From an optimization exercise on the open Yosys and OpenROAD flow, aimed at small area, a short achievable clock period and few clock cycles; shortcuts taken in it are not production practice. Where RTL was checked, it was by simulation tests only, not by an equivalence proof against the original. For runs 1 and 3, only the layout was checked, not whether the RTL still works.

<file path="flow/config.mk">
export PLATFORM = sky130hd
export DESIGN_NAME = md_unit
export DESIGN_NICKNAME = md_unit
export VERILOG_FILES = /design/flow/design.v
export SDC_FILE = /design/flow/constraint.sdc
export NUM_CORES = 4
export LEC_CHECK = 0
export ABC_AREA = 1
export CAP_MARGIN = 20
export CORE_MARGIN = 2
export CORE_UTILIZATION = 40
export SLEW_MARGIN = 20
</file>
<file path="flow/constraint.sdc">
create_clock -name core_clock -period 100.0 [get_ports {clk}]
set_input_delay 20.0000 -clock core_clock [delete_from_list [all_inputs] [get_ports {clk}]]
set_output_delay 20.0000 -clock core_clock [all_outputs]
set_load 0.01 [all_outputs]
</file>
<file path="flow/design.v">
package mips_defs;
    typedef enum logic [2:0] {
        MD_NONE  = 3'd0,
        MD_MULT  = 3'd1,
        MD_MULTU = 3'd2,
        MD_DIV   = 3'd3,
        MD_DIVU  = 3'd4,
        MD_MTHI  = 3'd5,
        MD_MTLO  = 3'd6
    } md_op_e;
    typedef enum logic {
        MD_IDLE = 1'b0,
        MD_RUN  = 1'b1
    } md_state_e;
endpackage
module md_clz32 (
    input  logic [31:0] x,
    output logic [5:0]  n
);
    logic [7:0]  z4;             
    logic [1:0]  c4 [8];
    logic [3:0]  z8;
    logic [2:0]  c8 [4];
    logic [1:0]  z16;
    logic [3:0]  c16 [2];
    logic [4:0]  c32;
    for (genvar j = 0; j < 8; j++) begin : g_nib
        logic [3:0] v;
        assign v     = x[4*j +: 4];
        assign z4[j] = ~|v;
        assign c4[j] = v[3] ? 2'd0 : v[2] ? 2'd1 : v[1] ? 2'd2 : 2'd3;
    end
    for (genvar j = 0; j < 4; j++) begin : g_byte
        assign z8[j] = z4[2*j+1] & z4[2*j];
        assign c8[j] = z4[2*j+1] ? {1'b1, c4[2*j]} : {1'b0, c4[2*j+1]};
    end
    for (genvar j = 0; j < 2; j++) begin : g_half
        assign z16[j] = z8[2*j+1] & z8[2*j];
        assign c16[j] = z8[2*j+1] ? {1'b1, c8[2*j]} : {1'b0, c8[2*j+1]};
    end
    assign c32 = z16[1] ? {1'b1, c16[0]} : {1'b0, c16[1]};
    assign n   = (z16[1] & z16[0]) ? 6'd32 : {1'b0, c32};
endmodule
module md_div4 (
    input  logic [31:0] r_in,
    input  logic [31:0] q_in,
    input  logic [31:0] dx,
    input  logic        cin,
    output logic [31:0] r_out,
    output logic [31:0] q_out
);
    always_comb begin
        logic [31:0] r, q;
        logic [33:0] t;
        r = r_in;
        q = q_in;
        for (int i = 0; i < 4; i++) begin
            t = {r, q[31], 1'b1} + {1'b1, dx, cin};
            if (!t[33]) r = t[32:1];
            else        r = {r[30:0], q[31]};
            q = {q[30:0], !t[33]};
        end
        r_out = r;
        q_out = q;
    end
endmodule
module md_mac8 (
    input  logic [32:0] x,
    input  logic [8:0]  y,
    input  logic [63:0] acc,
    output logic [63:0] o
);
    function automatic logic [83:0] csa(input logic [41:0] p, input logic [41:0] q, input logic [41:0] r);
        logic [41:0] s, c;
        s   = p ^ q ^ r;
        c   = (p & q) | (p & r) | (q & r);
        csa = {c[40:0], 1'b0, s};
    endfunction
    logic [41:0] rw [6];
    logic [83:0] t0, t1, t2, t3;
    logic [41:0] sm;
    logic [22:0] top, topx, topy;
    logic        inc, dec;
    always_comb begin
        logic [41:0] negs;
        negs = '0;
        for (int i = 0; i < 4; i++) begin
            logic yl, ym, yh, one, two;
            logic [33:0] m, pp;
            yl = y[2*i]; ym = y[2*i+1]; yh = y[2*i+2];
            one = ym ^ yl;
            two = (yh & ~ym & ~yl) | (~yh & ym & yl);
            m  = one ? {x[32], x} : (two ? {x, 1'b0} : 34'd0);
            pp = yh ? ~m : m;
            rw[i+1] = 42'({~pp[33], pp[32:0]}) << (2*i);
            negs[2*i] = yh;
        end
        rw[0] = {1'b0, acc[32:0], 8'd0} | negs;
        rw[5] = 42'd0 - (42'd1 << 33) - (42'd1 << 35) - (42'd1 << 37) - (42'd1 << 39);
    end
    assign t0 = csa(rw[0], rw[1], rw[2]);
    assign t1 = csa(rw[3], rw[4], rw[5]);
    assign t2 = csa(t0[41:0], t0[83:42], t1[41:0]);
    assign t3 = csa(t2[41:0], t2[83:42], t1[83:42]);
    assign sm = t3[41:0] + t3[83:42];
    assign inc  = sm[41] & ~sm[40];
    assign dec  = sm[41] & sm[40];
    assign top  = acc[55:33];
    assign topx = top ^ {23{dec}};
    assign topy = topx + 23'(inc | dec);
    assign o    = {topy ^ {23{dec}}, sm[40:0]};
endmodule
module md_unit
#(
    parameter int MULT_CYCLES = 5,
    parameter int DIV_CYCLES  = 10
) (
    input  logic        clk,
    input  logic        reset,
    input  logic        start,
    input  logic        cancel,
    input  logic [2:0]  op,
    input  logic [31:0] a,
    input  logic [31:0] b,
    output logic        busy,
    output logic [31:0] hi,
    output logic [31:0] lo
);
    logic [31:0] ra;             
    logic [31:0] rb;             
    logic        first;          
    logic        fix;            
    logic        isdiv;
    logic        sg;             
    logic        an;             
    logic [2:0]  cnt;            
    logic accept, mul_op, div_op, sg_op;
    assign accept = start && !cancel && !busy;
    assign mul_op = (op == 3'd1) || (op == 3'd2);
    assign div_op = (op == 3'd3) || (op == 3'd4);
    assign sg_op  = (op == 3'd1) || (op == 3'd3);
    function automatic logic [2:0] nchunks(input logic [31:0] x, input logic s);
        logic f1, f2, f3;
        f1 = !(|x[31:7])  | (s & (&x[31:7]));
        f2 = !(|x[31:15]) | (s & (&x[31:15]));
        f3 = !(|x[31:23]) | (s & (&x[31:23]));
        if (f1)                nchunks = 3'd1;
        else if (f2)           nchunks = 3'd2;
        else if (f3)           nchunks = 3'd3;
        else if (s | !x[31])   nchunks = 3'd4;
        else                   nchunks = 3'd5;
    endfunction
    logic [2:0] na, nb;          
    logic [5:0] lza, lzb;        
    assign na = nchunks(ra, sg);
    assign nb = nchunks(rb, sg);
    logic [5:0] lsa, lsb;
    md_clz32 u_lza (.x(rb ^ {32{rb[31]}}), .n(lsa));
    md_clz32 u_lzb (.x(ra ^ {32{ra[31]}}), .n(lsb));
    assign lza = (sg | !rb[31]) ? lsa : 6'd0;
    assign lzb = (sg | !ra[31]) ? lsb : 6'd0;
    logic       swap;            
    logic [2:0] nm;              
    assign swap = na < nb;
    assign nm   = swap ? na : nb;
    logic        a_neg, b_neg;
    assign a_neg = sg & rb[31];
    assign b_neg = sg & ra[31];
    logic signed [7:0] need;         
    logic       dquick;              
    logic [3:0] dnib;                
    assign need   = 8'(lzb) - 8'(lza) + 8'(a_neg) + 8'd1;
    assign dquick = need <= 8'sd0;
    assign dnib   = (need > 8'sd28) ? 4'd8 : 4'((need + 8'sd3) >>> 2);
    logic [31:0] a_mag;
    assign a_mag = a_neg ? -rb : rb;
    logic [31:0] sh_in;
    logic [2:0]  sh;
    logic [63:0] sh_out;
    assign sh_in  = a_mag;
    assign sh     = 3'(4'd8 - dnib);
    assign sh_out = {32'd0, sh_in} << {sh, 2'b00};
    logic [31:0] xm;             
    logic [31:0] ym;             
    logic [2:0]  mj;             
    logic [39:0] ye;
    logic [8:0]  ych;            
    logic [63:0] acc_in, acc_out;
    assign xm     = swap ? rb : ra;
    assign ym     = swap ? ra : rb;
    assign mj     = first ? 3'(nm - 3'd1) : cnt;
    assign ye     = {{8{sg & ym[31]}}, ym};
    always_comb begin
        case (mj)
            3'd0:    ych = {ye[7:0], 1'b0};
            3'd1:    ych = ye[15:7];
            3'd2:    ych = ye[23:15];
            3'd3:    ych = ye[31:23];
            default: ych = ye[39:31];
        endcase
    end
    assign acc_in = {hi, lo};    
    md_mac8 u_mac (.x({sg & xm[31], xm}), .y(ych), .acc(acc_in), .o(acc_out));
    logic [31:0] dr_in, dq_in, dr_out, dq_out;
    assign dr_in = first ? sh_out[63:32] : hi;
    assign dq_in = first ? sh_out[31:0]  : lo;
    md_div4 u_div (.r_in(dr_in), .q_in(dq_in), .dx(b_neg ? ra : ~ra), .cin(!b_neg),
                   .r_out(dr_out), .q_out(dq_out));
    logic        dfix;           
    logic        dlast;          
    assign dfix  = (first ? a_neg : an) | b_neg;
    assign dlast = first ? (dnib == 4'd1) : (cnt == 3'd0);
    logic [31:0] hi_neg, lo_neg;
    assign hi_neg = an ? -hi : hi;
    assign lo_neg = (an ^ b_neg) ? -lo : lo;
    always_ff @(posedge clk) begin
        if (reset) begin
            busy <= 1'b0;
            hi   <= '0;
            lo   <= '0;
        end else if (!busy) begin
            if (accept) begin
                if (op == 3'd5) hi <= a;
                if (op == 3'd6) lo <= a;
                if (mul_op) begin
                    hi <= '0;
                    lo <= '0;
                end
                if (mul_op || (div_op && b != 32'd0)) busy <= 1'b1;
            end
        end else if (!isdiv) begin
            {hi, lo} <= acc_out;
            if (mj == 3'd0) busy <= 1'b0;
        end else if (fix) begin
            hi   <= hi_neg;
            lo   <= lo_neg;
            busy <= 1'b0;
        end else if (first && dquick) begin
            hi   <= rb;
            lo   <= '0;
            busy <= 1'b0;
        end else begin
            hi <= dr_out;
            lo <= dq_out;
            if (dlast && !dfix) busy <= 1'b0;
        end
    end
    always_ff @(posedge clk) begin
        if (!busy) begin
            ra    <= b;
            rb    <= a;
            first <= 1'b1;
            fix   <= 1'b0;
            isdiv <= div_op;
            sg    <= sg_op;
        end else begin
            first <= 1'b0;
            if (!isdiv) begin
                cnt <= mj - 3'd1;
            end else begin
                if (first) begin
                    an  <= a_neg;
                    cnt <= 3'(dnib - 4'd2);
                end else begin
                    cnt <= cnt - 3'd1;
                end
                if (dlast) fix <= 1'b1;
            end
        end
    end
endmodule
</file>
<file path="flow/flow/run.sh">
#!/bin/bash
# The standard layout, with the resizer's repair_timing asked for a large setup margin so
# that it shortens the register-to-register paths well below the clock period, and the
# port buffers that placement inserts made plain buffers rather than delay cells.
set -euo pipefail
bash standard.sh SETUP_SLACK_MARGIN=78.5 "BUFFER_PORTS_ARGS=-buffer_cell sky130_fd_sc_hd__buf_2" finish > standard_flow.log 2>&1
</file>
<file path="flow/standard.sh">
#!/bin/bash
# synth_recipe.tcl (not shown) runs the flow's synth.tcl, then flattens the netlist and writes it again
# the make line also repeats each setting of config.mk as NAME=value (left out here)
make -C /OpenROAD-flow-scripts/flow DESIGN_CONFIG=/design/flow/config.mk WORK_HOME=/design/flow/orfs CLKGATE_MAP_FILE= SYNTH_SCRIPT=/design/flow/synth_recipe.tcl "${@:-finish}"
</file>
==> results of run 1 <==
[cell type report]
type | count | share of cell area [%]
Timing Repair inverter | 1 | 0.0232
Clock inverter | 15 | 0.518
Tap cell | 969 | 3.74
Timing Repair Buffer | 212 | 3.96
Sequential cell | 137 | 10.6
Clock buffer | 17 | 1.31
Multi-Input combinational cell | 3787 | 71.9
Inverter | 678 | 7.89
[cell usage after synthesis (8+ instances only)]
| library cell | number | area [µm²] |
|---|---|---|
| a221oi_1 | 10 | 87.6 |
| buf_1 | 18 | 67.6 |
| fa_1 | 95 | 1900 |
| or2_2 | 27 | 169 |
| nand2_2 | 14 | 87.6 |
| dfxtp_1 | 67 | 1340 |
| o21ai_0 | 583 | 2920 |
| clkbuf_1 | 141 | 529 |
| nand3_2 | 12 | 120 |
| o221ai_1 | 22 | 193 |
| o211ai_1 | 51 | 383 |
| nand2_1 | 967 | 3630 |
| buf_2 | 28 | 140 |
| a32o_1 | 8 | 80.1 |
| a21oi_1 | 363 | 1820 |
| clkinv_1 | 9 | 33.8 |
| o2111ai_1 | 9 | 78.8 |
| edfxtp_1 | 70 | 2100 |
| o21a_1 | 14 | 105 |
| o22ai_1 | 72 | 450 |
| inv_1 | 662 | 2480 |
| a22oi_1 | 27 | 203 |
| nor3_1 | 43 | 215 |
| nor4_1 | 27 | 169 |
| ha_1 | 239 | 2990 |
| nor2_1 | 335 | 1260 |
| nand4_1 | 41 | 257 |
| xnor2_1 | 77 | 674 |
| o21ai_1 | 55 | 275 |
| a21o_1 | 8 | 60.1 |
| a31oi_1 | 74 | 463 |
| nand3_1 | 206 | 1030 |
| xor2_1 | 318 | 2790 |
| o31ai_1 | 9 | 67.6 |
[timing repair]
action | CTS | global route
cloned | 1 | 0
gates resized for setup | 4 | 27
pin swaps | 0 | 0
hold buffers | 0 | 0
endpoints found under the setup margin | 33 | 35
setup buffers | 3 | 0
hold endpoints to repair | 0 | 0
[worst paths after layout]
path | start | end | slack, ns | cells after the start
max | hi[15] | hi[15] | 78.54 | 1
min | lo[10] | lo[10] | 0.59 | 2
max reg2reg | rb[5] | hi[16] | 79.99 | 114
min reg2reg | lo[10] | lo[10] | 0.59 | 2
[flip-flops by register name, summed over array words and instances, names as in the netlist]
name and cells:
rb 32, busy 1, isdiv 1, hi 32
first 1, cnt 3, sg 1, lo 32
ra 32, fix 1, an 1
[per-stage QoR]
stage	cells	utilization, %	setup WS, ns
6_report	5816	43.5	78.54
5_1_grt	5816	43.5	78.52
3_3_place_gp	5779	42.5	77.70
2_1_floorplan	4803	-	78.54
4_1_cts	5815	43.4	78.56
3_5_place_dp	5779	42.5	77.65
[layer usage]
layer	share of wire, %	wire length [µm]
met1	42	57300
met2	43	58200
met3	8.4	11400
met4	6.3	8500
met5	0.0081	11
[kinds of logic (layout without fill, tap and decap cells)]
kind of cell | Yosys count | after routing | synth area share (%)
muxes | 7 | 7 | 0.237
DFF | 137 | 137 | 11.5
buffers and inverters | 879 | 923 | 11.5
and+or+nand+nor | 1703 | 1703 | 23.9
AOI/OAI and AO/OA | 1347 | 1347 | 25.1
adders and majority gates | 334 | 334 | 16.3
xor gates and xnor gates | 396 | 396 | 11.6
==> results by group, run 1 <==
Final layout
  • Multi-input logic area: about 23000 µm²
  • Register area: around 3400 µm²
  • Layout cells sized above 1: approximately 7.3%
  • Antenna diodes: 0
  • FILL cells: roughly 8100
  • Most frequent cells in the layout: nand2_1, inv_1, o21ai_0, a21oi_1, nor2_1
  • Design area: 32400 µm²
  • Area grow syn2layout: 7.72%
  • Commonest non-fill, non-tap cell in the layout: nand2_1
  • # nets final: ~5200

Yosys
  • Cells after Synth: 4803
  • Post-synth ARST share: 0%
  • Post-synthesis register bit count: roughly 140
  • Warnings, synthesis: 8
  • Mapped cell area: between 30000 and 40000 µm²
  • Unique masters post-synth: between 60 and 70
  • EDFF count, synth: 70
  • Seq/Total Area, Yosys: 11.5%
  • Post-Syn Nets: between 5000 and 6000
  • Primary FF master, synth: edfxtp_1
  • Avg Cell Area, Syn: ~6.3 µm²

Global route
  • Total grt overflow: 0
  • GR Util met3: ~4.5%
  • Vias in the first global route: 31300
  • Largest net degree at the start of global routing: slightly above 80
  • Initial antenna violation count: 3
  • Met2 usage: around 53%
  • GRT busiest layer: met2
  • Met1 Track Usage GR: 45.9%
  • First-pass GRT wire length: between 200000 and 250000 µm
  • GRT Total Usage: ~34%

Timing
  • Unrepaired setup endpoints after global routing: no
  • Final Critical Period: approximately 21 ns
  • Setup Viol. Count Final: 0
  • Clk_skew: around 0.033 ns
  • Final setup TNS: 0 ns
  • Max Transition Viols Final: 0
  • Fmax: 0.0466 GHz
  • Worst-Margin Slew: roughly 1.2 ns
  • Period utilization: between 20% and 30%
  • Final Hold Violating Endpoints: 0
  • Hold slack: a little under 0.6 ns
  • Max transition margin: a little under a fifth

Critical path
  • Worst Path Required: around 80 ns
  • Delay-heaviest family, CP: flip-flops
  • Slowest cell on the critical path: dfxtp_1
  • Nature of the critical path endpoint: primary output
  • Bufs and invs on worst path: 1
  • Crit Path Category: flop to primary output
  • Crit start category: flop
  • CP max FO: 9
  • Arrival @ worst endpoint: around 1.5 ns
  • CP cell instances: buf_2
  • CP max stage delay: around 0.70 ns

Floorplan
  • Placeable core area: 74400 µm²
  • Ports: between 100 and 150
  • Die area: between 70000 and 80000 µm²
  • Die height: roughly 280 µm
  • Num rows: 100
  • Initial Utilization: between 40 and 50%
  • Die span in x: 278 µm

Clock network
  • CTS HTree Levels: 4
  • Worst-path clk slew: around 0.09 ns
  • CTS tree: yes
  • Longest Clk Path Bufs: 2
  • Clock sink count: approximately 140
  • Worst skew pair latency: between 0.5 and 0.6 ns
  • Clk root buf: clkbuf_16
  • CTS Buf Count: 17

Placed design
  • Routability cong.: roughly 1.0
  • Dpl hpwl: roughly 110000 µm
  • Buffers on Ports: between 100 and 150
  • Placed cell area: approximately 32000 µm²

Status
  • Status: complete, no violations

Routing
  • Via count: 34100
  • Remaining DRCs: 0
  • Router iterations before antenna repair: 6
  • Drt wl/cell: about 23 µm
  • Post-route ant nets: 0
  • Avg Vias per Cell: between 5 and 6
  • Final WL: 135000 µm
  • Detailed Route Iter0 Violations: between 3000 and 4000

Run
  • Max_cap viols: 0

Worst hold path
  • HP Class: flop to flop
==> run 2: changes to the inputs <==
--- a/flow/design.v
+++ b/flow/design.v
@@ -199,7 +199,7 @@
             default: ych = ye[39:31];
         endcase
     end
-    assign acc_in = {hi, lo};    
+    assign acc_in = first ? 64'd0 : {hi, lo};
     md_mac8 u_mac (.x({sg & xm[31], xm}), .y(ych), .acc(acc_in), .o(acc_out));
     logic [31:0] dr_in, dq_in, dr_out, dq_out;
     assign dr_in = first ? sh_out[63:32] : hi;
@@ -222,10 +222,6 @@
             if (accept) begin
                 if (op == 3'd5) hi <= a;
                 if (op == 3'd6) lo <= a;
-                if (mul_op) begin
-                    hi <= '0;
-                    lo <= '0;
-                end
                 if (mul_op || (div_op && b != 32'd0)) busy <= 1'b1;
             end
         end else if (!isdiv) begin
==> run 2 against run 1 <==
Net effect: synthesized cell count increased by 2.8%; global-route usage increased by 1.5 points; via count increased by 4.1%; critical path type unchanged; sequential share of layout area decreased by 0.11 points; worst setup slack improved by 0.18 ns; critical path depth unchanged.
==> results by group, run 2 <==
Floorplan
  • Die height: 280 µm (+0.71%)
  • Placeable core area: 75700 µm² (+1.7%)
  • Ports: 136 (unchanged)
  • Die span in x: 280 µm (+0.71%)
  • Num rows: 101 (+1.0%)
  • Die area: 78500 µm² (+1.4%)
  • Initial Utilization: 40.3% (-0.092 points)

Routing
  • Detailed Route Iter0 Violations: 4571 (+17%)
  • Remaining DRCs: 0 (unchanged)
  • Avg Vias per Cell: 5.97 (+1.9%)
  • Final WL: 143000 µm (+5.4%)
  • Via count: 35500 (+4.1%)
  • Post-route ant nets: 0 (unchanged)
  • Drt wl/cell: 24.0 µm (+3.2%)
  • Router iterations before antenna repair: 7 (+1)

Final layout
  • Finished Layout Cells: 5938 (+2.1%)
  • # nets final: 5350 (+2.1%)
  • Commonest non-fill, non-tap cell in the layout: nand2_1
  • Area grow syn2layout: 7.25%
  • Layout cells sized above 1: 7.12% (-0.22 points)
  • Most frequent cells in the layout: nand2_1, inv_1, o21ai_0, nor2_1, a21oi_1

Global route
  • Vias in the first global route: 32500 (+3.8%)
  • Total grt overflow: 0 (unchanged)
  • Initial antenna violation count: 4 (+1)
  • GRT Total Usage: 35.7% (+1.5 points)
  • First-pass GRT wire length: 210000 µm (+5.0%)
  • Largest net degree at the start of global routing: 81 (unchanged)

Yosys
  • Post-Syn Nets: 5343 (+2.6%)
  • Seq/Total Area, Yosys: 11.3% (-0.16 points)
  • Unique masters post-synth: 66 (-2.9%)
  • Warnings, synthesis: 8 (unchanged)
  • Compound-Gate Fraction of Synth Area: 22.8% (-2.3 points)
  • EDFF count, synth: 70 (unchanged)
  • Primary FF master, synth: edfxtp_1
  • Post-synthesis mux area share: 0.164% (-0.073 points)
  • Cells after Synth: 4938 (+2.8%)
  • Mapped cell area: 30500 µm² (+1.4%)
  • Most common cell in the synthesized netlist: nand2_1
  • Synth cell count leaders: nand2_1, inv_1, o21ai_0
  • Main combinational cell family by area after synthesis: simple AND/OR/NAND/NOR gates
  • Post-synth ARST share: 0% (unchanged)
  • Synth area leaders: nand2_1, ha_1, o21ai_0
  • Largest area contributor in the netlist: nand2_1
  • Post-synthesis register bit count: 137 (unchanged)
  • Synth Area in Adders: 16.0% (-0.23 points)
  • Avg Cell Area, Syn: 6.18 µm² (-1.3%)
  • Share of the synthesized area in the top cell type: 13.5% (+1.4 points)
  • Xor/xnor share of the synthesized area: 10.6% (-0.94 points)
  • Synth Area in Simple Gates: 27.4% (+3.5 points)

Critical path
  • Delay-heaviest family, CP: flip-flops
  • Slowest cell on the critical path: dfxtp_2
  • Nature of the critical path endpoint: primary output
  • CP max FO: 5 (-4)
  • CP max stage delay: 0.55 ns (-0.15 ns)
  • CP cell instances: buf_2
  • Bufs and invs on worst path: 1 (unchanged)
  • Crit Path Category: flop to primary output
  • Arrival @ worst endpoint: 1.28 ns (-0.18 ns)
  • Crit start category: flop
  • Worst Path Required: 80.00 ns (about the same)

Timing
  • Clk_skew: 0.0250 ns (-0.00790 ns)
  • Period utilization: 21.3% (-0.18 points)
  • Final Hold Violating Endpoints: 0 (unchanged)
  • Max transition margin: 26.9% (+8.0 points)
  • Worst-Margin Slew: 1.07 ns (-0.135 ns)
  • Max Transition Viols Final: 0 (unchanged)
  • Fmax: 0.0470 GHz (+0.85%)
  • Setup Viol. Count Final: 0 (unchanged)
  • Final setup TNS: 0 ns (unchanged)
  • Unrepaired setup endpoints after global routing: no
  • Final Critical Period: 21.28 ns (-0.181 ns)
  • Hold slack: 0.585 ns (-0.00885 ns)

Clock network
  • Worst skew pair latency: 0.51 ns (about the same)
  • Clock sink count: 137 (unchanged)
  • CTS tree: yes
  • CTS Buf Count: 17 (unchanged)
  • Hold buffer count at CTS: 0 (unchanged)
  • Worst-path clk slew: 0.08 ns (about the same)
  • CTS HTree Levels: 4 (unchanged)
  • Clk root buf: clkbuf_16
  • Longest Clk Path Bufs: 2 (unchanged)

Placed design
  • Dpl cells: 5898 (+2.1%)
  • Routability cong.: 1.09 (+7.0%)
  • Buffers on Ports: 135 (unchanged)
  • Dpl hpwl: 114000 µm (+4.4%)

Status
  • Status: complete, no violations

Worst hold path
  • HP Class: flop to flop

Run
  • Max_cap viols: 0 (unchanged)
## run 2: changes by cell type in the layout (fill, tap and decap cells not counted), sizes merged, moves of 27 or more
cell	previous run	this run
buf	209	179
nand3	220	310
a22oi	27	0
nand2	986	1132
inv	676	718
o21ai	644	580
## run 2: cell families (layout without fill, tap and decap cells)
kind of cell               after synthesis  count (layout)
buffers and inverters                  916             934
other                                    0               2
and+or+nand+nor                       1942            1944
DFF                                    137             137
muxes                                    5               5
AOI/OAI and AO/OA                     1236            1236
xor gates and xnor gates               368             368
adders and majority gates              334             334
## run 2: cell type report
cell class                      count  area [µm²]
Timing Repair inverter              1        7.51
Multi-Input combinational cell   3887       23700
Clock buffer                       21         483
Fill cell                        8273       43000
Antenna cell                        2        5.00
Clock inverter                     11         105
Sequential cell                   137        3450
Tap cell                          978        1220
Inverter                          720        2720
Timing Repair Buffer              181        1060
## run 2: what timing repair did
item | CTS | global route
buffers inserted | 0 | 3
gates cloned | 1 | 2
resized for setup | 2 | 39
endpoints found under the setup margin | 31 | 33
pin swaps | 0 | 2
## run 2: path summary, 6_finish.rpt
| kind | from | endpoint | slack, ns | cells past startpoint |
|---|---|---|---|---|
| max | busy | busy | 78.72 | 1 |
| min | hi[30] | hi[30] | 0.59 | 2 |
| max reg2reg | rb[31] | hi[6] | 80.20 | 125 |
| min reg2reg | hi[30] | hi[30] | 0.59 | 2 |
## run 2: worst register-to-register path, delay by kind of cell (launching register included)
| family | cells | cell delay, ns |
|---|---|---|
| adders and majority gates | 8 | 2.67 |
| AOI/OAI and AO/OA | 37 | 6.67 |
| and+or+nand+nor | 59 | 6.95 |
| buffers and inverters | 19 | 2.63 |
| DFF | 1 | 0.37 |
| xor gates and xnor gates | 2 | 0.45 |
## run 2: metal layers
| metal | vias up | track usage, % | part of all wire (%) |
|---|---|---|---|
| met5 | - | 0 | 0.017 |
| met4 | 4 | 20.2 | 6.7 |
| met3 | 431 | 6.03 | 10 |
| met2 | 2150 | 52.8 | 41 |
| met1 | 16400 | 48.9 | 42 |
| li1 | 16500 | - | - |
## run 2: through the flow
step	util (%)	setup slack (ns)	area (µm²)
6_report	43.2	78.72	32700
5_1_grt	43.2	78.49	32700
4_1_cts	42.9	78.55	32500
3_5_place_dp	42.2	77.88	31900
3_3_place_gp	42.2	77.83	31900
2_1_floorplan	-	78.73	30500
Testbench counts of run 2, summed over its fixed seeds: cycles 69,983.
==> run 3: changes to the inputs <==
--- a/flow/design.v
+++ b/flow/design.v
@@ -213,33 +213,39 @@
     logic [31:0] hi_neg, lo_neg;
     assign hi_neg = an ? -hi : hi;
     assign lo_neg = (an ^ b_neg) ? -lo : lo;
+    logic [31:0] hi_run, lo_run;
+    logic        busy_run;
+    always_comb begin
+        hi_run   = hi;
+        lo_run   = lo;
+        busy_run = 1'b1;
+        if (!isdiv) begin
+            {hi_run, lo_run} = acc_out;
+            busy_run = mj != 3'd0;
+        end else if (fix) begin
+            hi_run   = hi_neg;
+            lo_run   = lo_neg;
+            busy_run = 1'b0;
+        end else if (first && dquick) begin
+            hi_run   = rb;
+            lo_run   = '0;
+            busy_run = 1'b0;
+        end else begin
+            hi_run   = dr_out;
+            lo_run   = dq_out;
+            busy_run = !(dlast && !dfix);
+        end
+    end
+    logic        ld_hi, ld_lo;
+    logic [31:0] hi_keep, lo_keep;
+    assign ld_hi   = !reset && accept && (op == 3'd5);
+    assign ld_lo   = !reset && accept && (op == 3'd6);
+    assign hi_keep = reset ? 32'd0 : busy ? hi_run : hi;
+    assign lo_keep = reset ? 32'd0 : busy ? lo_run : lo;
     always_ff @(posedge clk) begin
-        if (reset) begin
-            busy <= 1'b0;
-            hi   <= '0;
-            lo   <= '0;
-        end else if (!busy) begin
-            if (accept) begin
-                if (op == 3'd5) hi <= a;
-                if (op == 3'd6) lo <= a;
-                if (mul_op || (div_op && b != 32'd0)) busy <= 1'b1;
-            end
-        end else if (!isdiv) begin
-            {hi, lo} <= acc_out;
-            if (mj == 3'd0) busy <= 1'b0;
-        end else if (fix) begin
-            hi   <= hi_neg;
-            lo   <= lo_neg;
-            busy <= 1'b0;
-        end else if (first && dquick) begin
-            hi   <= rb;
-            lo   <= '0;
-            busy <= 1'b0;
-        end else begin
-            hi <= dr_out;
-            lo <= dq_out;
-            if (dlast && !dfix) busy <= 1'b0;
-        end
+        hi   <= ld_hi ? a : hi_keep;
+        lo   <= ld_lo ? a : lo_keep;
+        busy <= !reset && (busy ? busy_run : (accept && (mul_op || (div_op && b != 32'd0))));
     end
     always_ff @(posedge clk) begin
         if (!busy) begin
==> run 3 against run 2 <==
Net effect: still clean on timing, DRC and antenna; wire length decreased by 3.8%; sequential share of layout area increased by 1.8 points; clock skew increased by 0.0059 ns; worst hold slack gained 0.079 ns; first-iteration DRC count shrank 3.5%; maximum frequency is 0.80% lower; non-clock buffer count grew 11; largest cell class unchanged.
==> results by group, run 3 <==
Critical path
  • Arrival @ worst endpoint: 21.74 ns (+20.46 ns)
  • Slowest cell on the critical path: buf_6
  • CP cell instances: buf_4, nor2_4, nand3_4, nor2_4, buf_12, nor2_1, buf_6, clkinvlp_4, buf_4, o31ai_1
  • CP max stage delay: 0.28 ns (-0.27 ns)
  • Crit Path Category: primary input to flop
  • Crit start category: primary input
  • CP max FO: 35 (+30)
  • Worst Path Required: 100.29 ns (+20.29 ns)
  • Nature of the critical path endpoint: flop

Yosys
  • Post-Syn Nets: 5298 (-0.84%)
  • Primary FF master, synth: edfxtp_1
  • Synth area leaders: nand2_1, edfxtp_1, ha_1
  • Seq/Total Area, Yosys: 13.3% (+2.0 points)
  • Synth cell count leaders: nand2_1, inv_1, o21ai_0
  • Unique masters post-synth: 72 (+9.1%)
  • Main combinational cell family by area after synthesis: simple AND/OR/NAND/NOR gates
  • Xor/xnor share of the synthesized area: 10.8% (+0.21 points)
  • Share of the synthesized area in the top cell type: 13.7% (+0.18 points)
  • Cells after Synth: 4894 (-0.89%)
  • Post-synthesis mux area share: 0.260% (+0.096 points)
  • Most common cell in the synthesized netlist: nand2_1
  • Compound-Gate Fraction of Synth Area: 21.1% (-1.6 points)
  • EDFF count, synth: 134 (+91%)
  • Post-synth ARST share: 0% (unchanged)
  • Avg Cell Area, Syn: 6.30 µm² (+1.9%)
  • Synth Area in Simple Gates: 26.9% (-0.48 points)
  • Post-synthesis register bit count: 137 (unchanged)
  • Synth Area in Adders: 15.8% (-0.20 points)
  • Largest area contributor in the netlist: nand2_1
  • Warnings, synthesis: 8 (unchanged)
  • Mapped cell area: 30800 µm² (+1.0%)

Clock network
  • CTS Buf Count: 17 (unchanged)
  • CTS tree: yes
  • Clock sink count: 137 (unchanged)
  • Worst-path clk slew: 0.07 ns (about the same)
  • CTS HTree Levels: 4 (unchanged)
  • Clk root buf: clkbuf_16
  • Longest Clk Path Bufs: 2 (unchanged)
  • Worst skew pair latency: 0.47 ns (-0.04 ns)

Routing
  • Via count: 34400 (-2.9%)
  • Final WL: 137000 µm (-3.8%)
  • Router iterations before antenna repair: 6 (-1)
  • Remaining DRCs: 0 (unchanged)
  • Avg Vias per Cell: 5.76 (-3.6%)
  • Post-route ant nets: 0 (unchanged)
  • Detailed Route Iter0 Violations: 4409 (-3.5%)
  • Drt wl/cell: 23.0 µm (-4.4%)

Final layout
  • Layout cells sized above 1: 7.32% (+0.20 points)
  • Commonest non-fill, non-tap cell in the layout: nand2_1
  • Most frequent cells in the layout: nand2_1, inv_1, o21ai_0, nor2_1, xor2_1
  • # nets final: 5338 (-0.22%)
  • Area grow syn2layout: 7.78%
  • Design area: 33200 µm² (+1.5%)

Floorplan
  • Die area: 79300 µm² (+1.0%)
  • Ports: 136 (unchanged)
  • Placeable core area: 76100 µm² (+0.50%)
  • Num rows: 101 (unchanged)
  • Die height: 282 µm (+0.50%)
  • Die span in x: 282 µm (+0.50%)
  • Initial Utilization: 40.5% (+0.21 points)

Global route
  • Vias in the first global route: 32000 (-1.6%)
  • Initial antenna violation count: 8 (+4)
  • Total grt overflow: 0 (unchanged)
  • Largest net degree at the start of global routing: 83 (+2.5%)
  • GRT Total Usage: 33.9% (-1.8 points)
  • First-pass GRT wire length: 201000 µm (-4.4%)

Timing
  • Period utilization: 21.4% (+0.17 points)
  • Fmax: 0.0466 GHz (-0.80%)
  • Final setup TNS: 0 ns (unchanged)
  • Unrepaired setup endpoints after global routing: no
  • Clk_skew: 0.0309 ns (+0.00593 ns)
  • Final Critical Period: 21.45 ns (+0.172 ns)
  • Max Transition Viols Final: 0 (unchanged)
  • Final Hold Violating Endpoints: 0 (unchanged)
  • Max transition margin: 3.92% (-23 points)
  • Worst-Margin Slew: 1.43 ns (+0.357 ns)
  • Setup Viol. Count Final: 0 (unchanged)

Placed design
  • Routability cong.: 1.03 (-5.5%)
  • Buffers on Ports: 135 (unchanged)
  • Dpl hpwl: 112000 µm (-1.5%)
  • Placed cell area: 32400 µm² (+1.6%)

Worst hold path
  • HP Class: flop to flop

Status
  • Status: complete, no violations

Run
  • Max_cap viols: 0 (unchanged)
-- run 3: logic make-up after synthesis --
| logic type | count (synthesis) |
|---|---|
| flops | 137 |
| compound gates | 1145 |
| fa+ha+maj | 333 |
| buf+inv | 927 |
| simple gates | 1964 |
| xor+xnor | 380 |
| mux | 8 |
-- run 3: worst paths after layout --
kind,from,endpoint,slack [ns],depth (start not counted)
worst min-delay path,busy,busy,0.66,3
worst min register to register,busy,busy,0.66,3
worst max register to register,rb[31],hi[4],79.99,102
worst max-delay path,reset,lo[19],78.55,10
-- run 3: repair_timing --
item                       in CTS  in global routing
cloned                          1                  3
hold buffers                    0                  0
setup endpoints to repair      85                104
buffers inserted                4                  7
pin swaps                       1                  1
resized for setup               6                 25
-- run 3: cell type report --
cell class | count | area [µm²]
Antenna cell | 3 | 7.51
Clock buffer | 17 | 425
Clock inverter | 15 | 133
Fill cell | 8343 | 42900
Inverter | 752 | 2840
Multi-Input combinational cell | 3833 | 23300
Sequential cell | 137 | 4090
Tap cell | 1030 | 1290
Timing Repair Buffer | 192 | 1160
Timing Repair inverter | 1 | 7.51
-- run 3: worst max-delay path: cells and delay by family --
kind	cells	cell delay [ns]
buffers and inverters	5	1.08
and+or+nand+nor	4	0.38
AOI/OAI and AO/OA	1	0.22
-- run 3: metrics by stage --
stage                     cells  worst slack (ns)  hold slack (ns)  utilization [%]
after floorplan            4894             77.88            0.586                -
after detailed placement   5930             77.36            0.637             42.6
after CTS                  5967             78.51            0.658             43.4
after global placement     5930             77.45            0.628             42.6
final                      5980             78.55            0.665             43.7
after global routing       5977             78.48            0.688             43.6
-- run 3: per-layer routing --
| metal | GRT usage, % | up-vias | part of all wire (%) |
|---|---|---|---|
| li1 | - | 16300 | - |
| met3 | 6.01 | 393 | 9.9 |
| met1 | 43.6 | 15900 | 40 |
| met4 | 21.6 | 6 | 7.5 |
| met2 | 52.5 | 1850 | 43 |
| met5 | 0 | - | 0.024 |

-- re-timing with driven ports --
In the flow no input, the clock included, has a driving cell. The finished layouts below were timed again as built, in two steps. Step 1, drivers: a clkbuf_16 drives clk and a buf_2 each remaining input, both assumed. Step 2 times the ports against the registers' clock, not the clock port: input delays grow and output delays shrink by t, the midpoint of the rising clock arrivals with the driver on. a / b / c = ideal ports / drivers / drivers and shift; a / b = the first two.
run	t (ns)	setup WS [ns]	latest minus earliest clock arrival (ns)	slew at the worst register clock pin (ns)
run 1	0.565	78.543 / 78.477 / 78.196	0.033 / 0.033	0.10 / 0.10
run 2	0.558	78.724 / 78.660 / 78.248	0.025 / 0.025	0.08 / 0.08
run 3	0.524	78.552 / 78.594 / 78.070	0.031 / 0.031	0.09 / 0.09
After both steps setup and hold are still met in every run listed. For run 3, which loses most, drivers alone change the setup slack by +0.042 ns; drivers and shift together by -0.482 ns.
